This design comes from an exercise in tuning for small area and a short achievable clock period on the open sky130 flow, not from production work.
At most, simulation tests tie the RTL to the original design; equivalence was not proved.
No activity file was given, so power comes from the tool's default toggle rates.

## job 1048
Design sb_top, start of the top module:
module sb_top (
    input  logic        clk,
    input  logic        rst,
    input  logic        inst_valid,
    input  logic [31:0] inst,
    input  logic [3:0]  fu_done,      
    output logic        issue_ok,
    output logic [18:0] read,
    output logic [8:0]  wb
);
    localparam int N = 4;
    logic [4:0] alu_op;
    logic [4:0] rd, rs1, rs2;
    logic       has_rd, has_rs2;
    logic [N-1:0]        busy_q;
    logic [N-1:0]        done_q;
    logic [N-1:0]        r1_q;       
    logic [N-1:0]        r2_q;
    logic [N-1:0]        took_q;     
    logic [N-1:0][4:0]   dst_q;
    logic [N-1:0][4:0]   s1_q;
    logic [N-1:0][4:0]   s2_q;
    logic [N-1:0][N-1:0] m1_q;       
    logic [N-1:0][N-1:0] m2_q;
    logic [4:0]          op_alu_q;
    logic [3:0]          op_mem_q;
    logic [1:0]          op_mul_q;
    logic [1:0]          op_div_q;
    logic [N-1:0] dnz, e1, e2, f1, f2, fire;
    logic [N-1:0] rg, wg, wake1, wake2;
    logic         w1_new, w2_new, rdnz;
    inst_decoder decoder_i (
        .inst    (inst),
        .alu_op  (alu_op),
        .rd      (rd),
        .rs1     (rs1),
        .rs2     (rs2),
        .has_rd  (has_rd),
  ...
Size in the first run: roughly 560 cells after synthesis, about 120 flip-flops, ~68 I/O pins, roughly 6300 sq um of cells after synthesis.
clock: 5.5 ns
lec_check: 0
cap_margin: 20
core_margin: 2
core_utilization: 40
setup_slack_margin: 2.5
slew_margin: 20
standard.sh (not shown) runs the stock make flow with config.mk's settings and CLKGATE_MAP_FILE= SYNTH_SCRIPT=/design/flow/synth_recipe.tcl, a recipe that flattens the netlist after the stock synthesis.
==> flow/flow/run.sh <==
#!/bin/bash
# The standard layout (standard.sh, unchanged synthesis and steps), except that
# the port buffers are plain buffers (buf_2) instead of the delay cells that
# buffer_ports picks by default; the resizer still sizes them as timing needs.
set -euo pipefail
export BUFFER_PORTS_ARGS="-buffer_cell sky130_fd_sc_hd__buf_2"
bash standard.sh BUFFER_PORTS_ARGS="$BUFFER_PORTS_ARGS" finish > standard.log 2>&1
Both conditions hold for job 1048: the flow ran to the end and the final layout passed the timing, DRC and antenna checks.
For job 2388, these inputs were changed with respect to job 1048:
- SETUP_SLACK_MARGIN: 2.5 -> 2.0
Notes after the runs:
- Job 1048 leaves more setup margin than job 2388.
- The remaining global-route overflow on job 2388 is in line with that on job 1048.
- Combinational power in job 2388 vs job 1048: down about 11%
- Between job 2388 and job 1048, the power dissipated in sequential cells does not differ in any meaningful way.
- Delta (job 2388 minus job 1048): via count of the first global-routing pass went down by 4.4%, net count of the mapped netlist was more or less identical.
Changes in job 4242 relative to job 2388:
- SETUP_SLACK_MARGIN: 2.0 -> 3.0
--- outcome ---
Result: PASS for each of job 2388 and job 4242. Per the comparison of job 4242 with job 2388, register-to-register slack up 0.27 ns; design area up about 5%; global-route usage up 1.8 points. Cmp job 2388 and job 4242 / number of global-route vias before repair / lower: job 2388. Power density relative to cell area ended up 3.3% lower on job 4242 than on job 2388.
What job 8137 does differently from job 4242 at the input level:
- SETUP_SLACK_MARGIN: 3.0 -> 2.0
- CTS_CLUSTER_DIAMETER: unset -> 200
- CTS_CLUSTER_SIZE: unset -> 50
==> flow/run.sh (new file) <==
#!/bin/bash
# synth_recipe.tcl (not shown) runs the flow's synth.tcl, then flattens the netlist and writes it again
# the make line also repeats each setting of config.mk as NAME=value (left out here)
make -C /OpenROAD-flow-scripts/flow DESIGN_CONFIG=/design/flow/config.mk WORK_HOME=/design/flow/orfs CLKGATE_MAP_FILE= SYNTH_SCRIPT=/design/flow/synth_recipe.tcl finish
removed: flow/flow/run.sh
removed: flow/standard.sh
[summary]
All of job 8137 and job 4242 finish clean.
Comparing job 8137 and job 4242, least setup slack across all paths after layout is lower on job 8137.
Looking only at non-clock buffer count, and setting everything else aside, the higher value of job 8137 and job 4242 goes to job 8137.
Summary of job 8137 over job 4242: share of power burned in combinational logic now larger; fraction of power consumed by sequential logic up 0.9 points; met3 track utilization from global routing went up by 0.99 points.
Clock network fraction of total power, job 8137 and job 4242: larger value in job 4242
diff inputs: job 8137 => job 7679
- CTS_CLUSTER_DIAMETER removed (was 200)
- CTS_CLUSTER_SIZE removed (was 50)
==> flow/flow/run.sh (new file) <==
#!/bin/bash
# The standard layout (standard.sh, unchanged synthesis and steps), except that
# the port buffers are plain buffers (buf_2) instead of the delay cells that
# buffer_ports picks by default, and the clock tree is built from larger sink
# clusters with smaller buffers.
set -euo pipefail
export BUFFER_PORTS_ARGS="-buffer_cell sky130_fd_sc_hd__buf_2"
export CTS_ARGS="-sink_clustering_enable -repair_clock_nets -tree_buf sky130_fd_sc_hd__clkbuf_8 -buf_list {sky130_fd_sc_hd__clkbuf_8} -root_buf sky130_fd_sc_hd__clkbuf_16 -sink_clustering_buffer sky130_fd_sc_hd__clkbuf_8"
bash standard.sh BUFFER_PORTS_ARGS="$BUFFER_PORTS_ARGS" CTS_ARGS="$CTS_ARGS" finish > standard.log 2>&1
==> flow/standard.sh (new file) <==
#!/bin/bash
# synth_recipe.tcl (not shown) runs the flow's synth.tcl, then flattens the netlist and writes it again
# the make line also repeats each setting of config.mk as NAME=value (left out here)
make -C /OpenROAD-flow-scripts/flow DESIGN_CONFIG=/design/flow/config.mk WORK_HOME=/design/flow/orfs CLKGATE_MAP_FILE= SYNTH_SCRIPT=/design/flow/synth_recipe.tcl "${@:-finish}"
removed: flow/run.sh
## What came out
In summary, job 7679 completed successfully, with a layout that passed the timing, DRC and antenna checks.
Job 7679 vs job 8137 — average routed wire per standard cell dropped about 2.8%.
Going from job 8137 to job 7679, total length of routed met2 wires went down; least setup slack across all paths after layout went up; area overhead of the layout relative to synthesis went down; final weighted congestion of routability-driven global placement did not really move.
> inputs changed (job 7679 -> job 9836)
- swapping 2.0 for 1.5 in SETUP_SLACK_MARGIN
==> flow/flow/run.sh <==
#!/bin/bash
# The standard layout (standard.sh, unchanged synthesis and steps), except that
# the port buffers are plain buffers (buf_2) instead of the delay cells that
# buffer_ports picks by default; the resizer still sizes them as timing needs.
set -euo pipefail
export BUFFER_PORTS_ARGS="-buffer_cell sky130_fd_sc_hd__buf_2"
bash standard.sh BUFFER_PORTS_ARGS="$BUFFER_PORTS_ARGS" finish > standard.log 2>&1
[summary]
In the metrics for job 9836 and job 7679, the one carrying the higher count of clock-buffer cells in the layout is job 9836.
Global-route usage over all layers ends up higher on job 7679.
Of job 9836 and job 7679, job 7679 shows the higher layout overhead on the synthesized area, with job 9836 below it.
Having completed the whole flow, job 9836 delivered a layout that passed the timing, DRC and antenna checks.
Relative to job 7679, the arrival time reported for the critical path endpoint of job 9836 is higher by 0.39 ns.
Job 9836 against job 7679: routed wire length decreased about 3.6%; number of iterations in the first detailed-routing pass moved up; share of the final layout cell area in multi-input gates lower; weighted congestion reported at the end of routability-driven placement increased 3.5%.


main:
The RTL this note starts from:
==> flow/design.v <==
`timescale 1ns/1ps
module inst_decoder (
    input  logic [31:0] inst,
    output logic [3:0]  sel,
    output logic [4:0]  alu_op,
    output logic [4:0]  rd,
    output logic [4:0]  rs1,
    output logic [4:0]  rs2,
    output logic        has_rd,
    output logic        has_rs2
);
    logic [6:0] opcode;
    logic [2:0] f3;
    logic [6:0] f7;
    logic       is_r, is_i, is_ld, is_st;
    logic       f7_zero, f7_alt, f7_one;
    logic       alu_r, alu_i, mem_ok;
    assign opcode  = inst[6:0];
    assign f3      = inst[14:12];
    assign f7      = inst[31:25];
    assign is_r    = (opcode == 7'b0110011);
    assign is_i    = (opcode == 7'b0010011);
    assign is_ld   = (opcode == 7'b0000011);
    assign is_st   = (opcode == 7'b0100011);
    assign f7_zero = (f7 == 7'h00);
    assign f7_alt  = (f7 == 7'h20);
    assign f7_one  = (f7 == 7'h01);
    assign alu_r  = is_r && (f7_zero || (f7_alt && (f3 == 3'h0 || f3 == 3'h5)));
    assign alu_i  = is_i && ((f3 == 3'h1) ? f7_zero :
                             (f3 == 3'h5) ? (f7_zero || f7_alt) : 1'b1);
    assign mem_ok = (is_ld && f3 != 3'h3 && f3 != 3'h6 && f3 != 3'h7) ||
                    (is_st && !f3[2] && f3[1:0] != 2'h3);
    assign sel[0] = alu_r || alu_i;
    assign sel[1] = mem_ok;
    assign sel[2] = is_r && f7_one && !f3[2];
    assign sel[3] = is_r && f7_one && f3[2];
    always_comb begin
        case (f3)
            3'h0: alu_op[3:0] = {3'b000, inst[30] & inst[5]};
            3'h1: alu_op[3:0] = 4'd2;
            3'h2: alu_op[3:0] = 4'd3;
            3'h3: alu_op[3:0] = 4'd4;
            3'h4: alu_op[3:0] = 4'd5;
            3'h5: alu_op[3:0] = {3'b011, inst[30]};
            3'h6: alu_op[3:0] = 4'd8;
            default: alu_op[3:0] = 4'd9;
        endcase
        alu_op[4] = !inst[5];
    end
    assign has_rd  = inst[4] || !inst[5];
    assign has_rs2 = inst[5];
    assign rd      = inst[11:7];
    assign rs1     = inst[19:15];
    assign rs2     = inst[24:20];
endmodule
`timescale 1ns/1ps
`timescale 1ns/1ps
`timescale 1ns/1ps
`timescale 1ns/1ps
module sb_top (
    input  logic        clk,
    input  logic        rst,
    input  logic        inst_valid,
    input  logic [31:0] inst,
    input  logic [3:0]  fu_done,      
    output logic        issue_ok,
    output logic [18:0] read,
    output logic [8:0]  wb
);
    localparam int N = 4;
    logic [3:0] sel;
    logic [4:0] alu_op;
    logic [4:0] rd, rs1, rs2;
    logic       has_rd, has_rs2;
    inst_decoder decoder_i (
        .inst    (inst),
        .sel     (sel),
        .alu_op  (alu_op),
        .rd      (rd),
        .rs1     (rs1),
        .rs2     (rs2),
        .has_rd  (has_rd),
        .has_rs2 (has_rs2)
    );
    logic [N-1:0]        busy_q;
    logic [N-1:0]        done_q;
    logic [N-1:0]        r1_q;       
    logic [N-1:0]        r2_q;
    logic [N-1:0]        w1_q;       
    logic [N-1:0]        w2_q;
    logic [N-1:0][4:0]   dst_q;
    logic [N-1:0][4:0]   s1_q;
    logic [N-1:0][4:0]   s2_q;
    logic [N-1:0][N-1:0] m1_q;       
    logic [N-1:0][N-1:0] m2_q;
    logic [4:0]          op_alu_q;
    logic [3:0]          op_mem_q;
    logic [1:0]          op_mul_q;
    logic [1:0]          op_div_q;
    logic [N-1:0] dnz, e1, e2, f1, f2, waw_hit, fire;
    logic [N-1:0] rreq, rg, war, wreq, wg, wake1, wake2;
    logic         waw, w1_new, w2_new, rdnz;
    assign rdnz = has_rd && (|rd);
    always_comb begin
        for (int u = 0; u < N; u++) begin
            dnz[u]     = |dst_q[u];
            waw_hit[u] = busy_q[u] && dnz[u] && (dst_q[u] == rd);
            e1[u]      = dnz[u] && (dst_q[u] == rs1);
            e2[u]      = dnz[u] && (dst_q[u] == rs2) && has_rs2;
            f1[u]      = rdnz && (s1_q[u] == rd);
            f2[u]      = rdnz && (s2_q[u] == rd);
            rreq[u]    = r1_q[u] && r2_q[u];
        end
    end
    assign waw      = has_rd && (|waw_hit);
    assign issue_ok = |(sel & ~busy_q) && !waw;
    assign fire     = {N{inst_valid && !waw}} & sel & ~busy_q;
    always_comb begin
        for (int u = 0; u < N; u++) begin
            war[u] = 1'b0;
            for (int j = 0; j < N; j++) begin
                if (j != u) war[u] = war[u] || (r1_q[j] && m1_q[j][u]) || (r2_q[j] && m2_q[j][u]);
            end
            wreq[u] = done_q[u] && !war[u];
        end
    end
    assign rg[0] = rreq[0];
    assign rg[1] = rreq[1] && !rreq[0];
    assign rg[2] = rreq[2] && !rreq[1] && !rreq[0];
    assign rg[3] = rreq[3] && !rreq[2] && !rreq[1] && !rreq[0];
    assign wg[0] = wreq[0];
    assign wg[1] = wreq[1] && !wreq[0];
    assign wg[2] = wreq[2] && !wreq[1] && !wreq[0];
    assign wg[3] = wreq[3] && !wreq[2] && !wreq[1] && !wreq[0];
    always_comb begin
        for (int j = 0; j < N; j++) begin
            wake1[j] = 1'b0;
            wake2[j] = 1'b0;
            for (int u = 0; u < N; u++) begin
                if (u != j) begin
                    wake1[j] = wake1[j] || (wg[u] && m1_q[j][u]);
                    wake2[j] = wake2[j] || (wg[u] && m2_q[j][u]);
                end
            end
            wake1[j] = wake1[j] && w1_q[j];
            wake2[j] = wake2[j] && w2_q[j];
        end
    end
    assign w1_new = |(busy_q & e1 & ~wg);
    assign w2_new = |(busy_q & e2 & ~wg);
    always_ff @(posedge clk or posedge rst) begin
        if (rst) begin
            busy_q <= '0;
            done_q <= '0;
            r1_q   <= '0;
            r2_q   <= '0;
        end else begin
            for (int j = 0; j < N; j++) begin
                if (busy_q[j]) begin
                    busy_q[j] <= !wg[j];
                    done_q[j] <= !wg[j] && (done_q[j] || fu_done[j]);
                    r1_q[j]   <= !wg[j] && ((r1_q[j] && !rg[j]) || wake1[j]);
                    r2_q[j]   <= !wg[j] && ((r2_q[j] && !rg[j]) || wake2[j]);
                end else begin
                    busy_q[j] <= fire[j];
                    done_q[j] <= 1'b0;
                    r1_q[j]   <= fire[j] && !w1_new;
                    r2_q[j]   <= fire[j] && !w2_new;
                end
            end
        end
    end
    always_ff @(posedge clk) begin
        for (int j = 0; j < N; j++) begin
            if (busy_q[j]) begin
                w1_q[j]   <= w1_q[j] && !wake1[j];
                w2_q[j]   <= w2_q[j] && !wake2[j];
                for (int u = 0; u < N; u++) begin
                    if (u != j && !busy_q[u]) begin
                        m1_q[j][u] <= f1[j];
                        m2_q[j][u] <= f2[j];
                    end
                end
            end else begin
                w1_q[j]   <= w1_new;
                w2_q[j]   <= w2_new;
                dst_q[j]  <= has_rd ? rd : 5'd0;
                s1_q[j]   <= rs1;
                s2_q[j]   <= has_rs2 ? rs2 : 5'd0;
                for (int u = 0; u < N; u++) begin
                    if (u != j) begin
                        m1_q[j][u] <= e1[u];
                        m2_q[j][u] <= e2[u];
                    end
                end
            end
        end
        if (!busy_q[0]) op_alu_q <= alu_op;
        if (!busy_q[1]) op_mem_q <= {inst[14:12], inst[5]};
        if (!busy_q[2]) op_mul_q <= inst[13:12];
        if (!busy_q[3]) op_div_q <= inst[13:12];
    end
    always_comb begin
        read = '0;
        if (rg[0])      read = {1'b1, 3'd1, op_alu_q,         s1_q[0], s2_q[0]};
        else if (rg[1]) read = {1'b1, 3'd2, 1'b0, op_mem_q,   s1_q[1], s2_q[1]};
        else if (rg[2]) read = {1'b1, 3'd3, 3'b000, op_mul_q, s1_q[2], s2_q[2]};
        else if (rg[3]) read = {1'b1, 3'd4, 3'b000, op_div_q, s1_q[3], s2_q[3]};
    end
    always_comb begin
        wb = '0;
        if (wg[0])      wb = {1'b1, 3'd1, dst_q[0]};
        else if (wg[1]) wb = {1'b1, 3'd2, dst_q[1]};
        else if (wg[2]) wb = {1'b1, 3'd3, dst_q[2]};
        else if (wg[3]) wb = {1'b1, 3'd4, dst_q[3]};
    end
endmodule
clock: 5.5 ns
lec_check: 0
cap_margin: 20
core_margin: 2
core_utilization: 40
setup_slack_margin: 2.0
slew_margin: 20
run.sh (not shown) runs the stock make flow with config.mk's settings and CLKGATE_MAP_FILE= SYNTH_SCRIPT=/design/flow/synth_recipe.tcl, a recipe that flattens the netlist after the stock synthesis.
Stock flow here: none of the scripts above is used.
Input changes introduced in the feature branch (baseline for comparison: main):
Settings: putting ABC_AREA at 1 where nothing was set.
--- outcome ---
- The feature branch: part of the total power dissipated in combinational logic higher than main
- Delta (the feature branch minus main): non-clock buffer total of the final layout now sits higher; number of clock buffer instances in the layout now sits higher.
- Share of total power in sequential cells in the feature branch is 0.5 points higher than in main
- The faster design of the two is the feature branch; main tops out lower.
- Comparing main against the feature branch, there is no change at all in antenna cell count.
- Across both runs, minimum period implied by the final worst setup slack was lower for the feature branch than for main.
- | area of the die | the feature branch vs main | 1800 µm² higher |
- The feature branch vs main — maximum resistive drop on vdd dropped by a little under 10%
- Global-route usage, the feature branch and main: smaller value in main
- On worst slew margin relative to its limit: between the feature branch and main, it ends up lower for the feature branch.
No run of this note included a check of the RTL's function; only the layout flow was run.

## separate check: timing with driven ports
In the flow no input, the clock included, has a driving cell. The finished layouts below were timed again as built, in two steps. Step 1, drivers: a clkbuf_16 drives clk and a buf_2 each remaining input, both assumed. Step 2, shift: input delay + t, output delay - t, t = (earliest + latest rising clock arrival at the registers) / 2. This alone moves slack from input paths to output paths. Three values: no drivers, after step 1, after step 2; two values: the first two.
| run | shift t [ns] | slack for setup (ns) | latest minus earliest clock arrival (ns) | worst slew at a driven data input, ns |
|---|---|---|---|---|
| job 1048 | 0.455 | 2.064 / 2.004 / 2.004 | 0.007 / 0.007 | 0.08 |
| job 2388 | 0.464 | 2.007 / 1.964 / 1.996 | 0.016 / 0.017 | 0.04 |
| job 4242 | 0.454 | 2.099 / 2.060 / 2.103 | 0.009 / 0.009 | 0.05 |
| job 8137 | 0.467 | 1.920 / 1.880 / 1.896 | 0.007 / 0.008 | 0.04 |
| job 7679 | 0.408 | 2.005 / 1.983 / 1.983 | 0.012 / 0.012 | 0.04 |
| job 9836 | 0.460 | 1.605 / 1.563 / 1.684 | 0.009 / 0.009 | 0.03 |
| main | 0.464 | 1.744 / 1.700 / 1.705 | 0.012 / 0.011 | 0.05 |
| the feature branch | 0.467 | 2.030 / 2.007 / 1.564 | 0.009 / 0.009 | 0.06 |
After both steps every run listed still meets setup and hold. The setup slack of the feature branch, which loses most, moves by -0.023 ns with the drivers and by -0.466 ns with both steps.
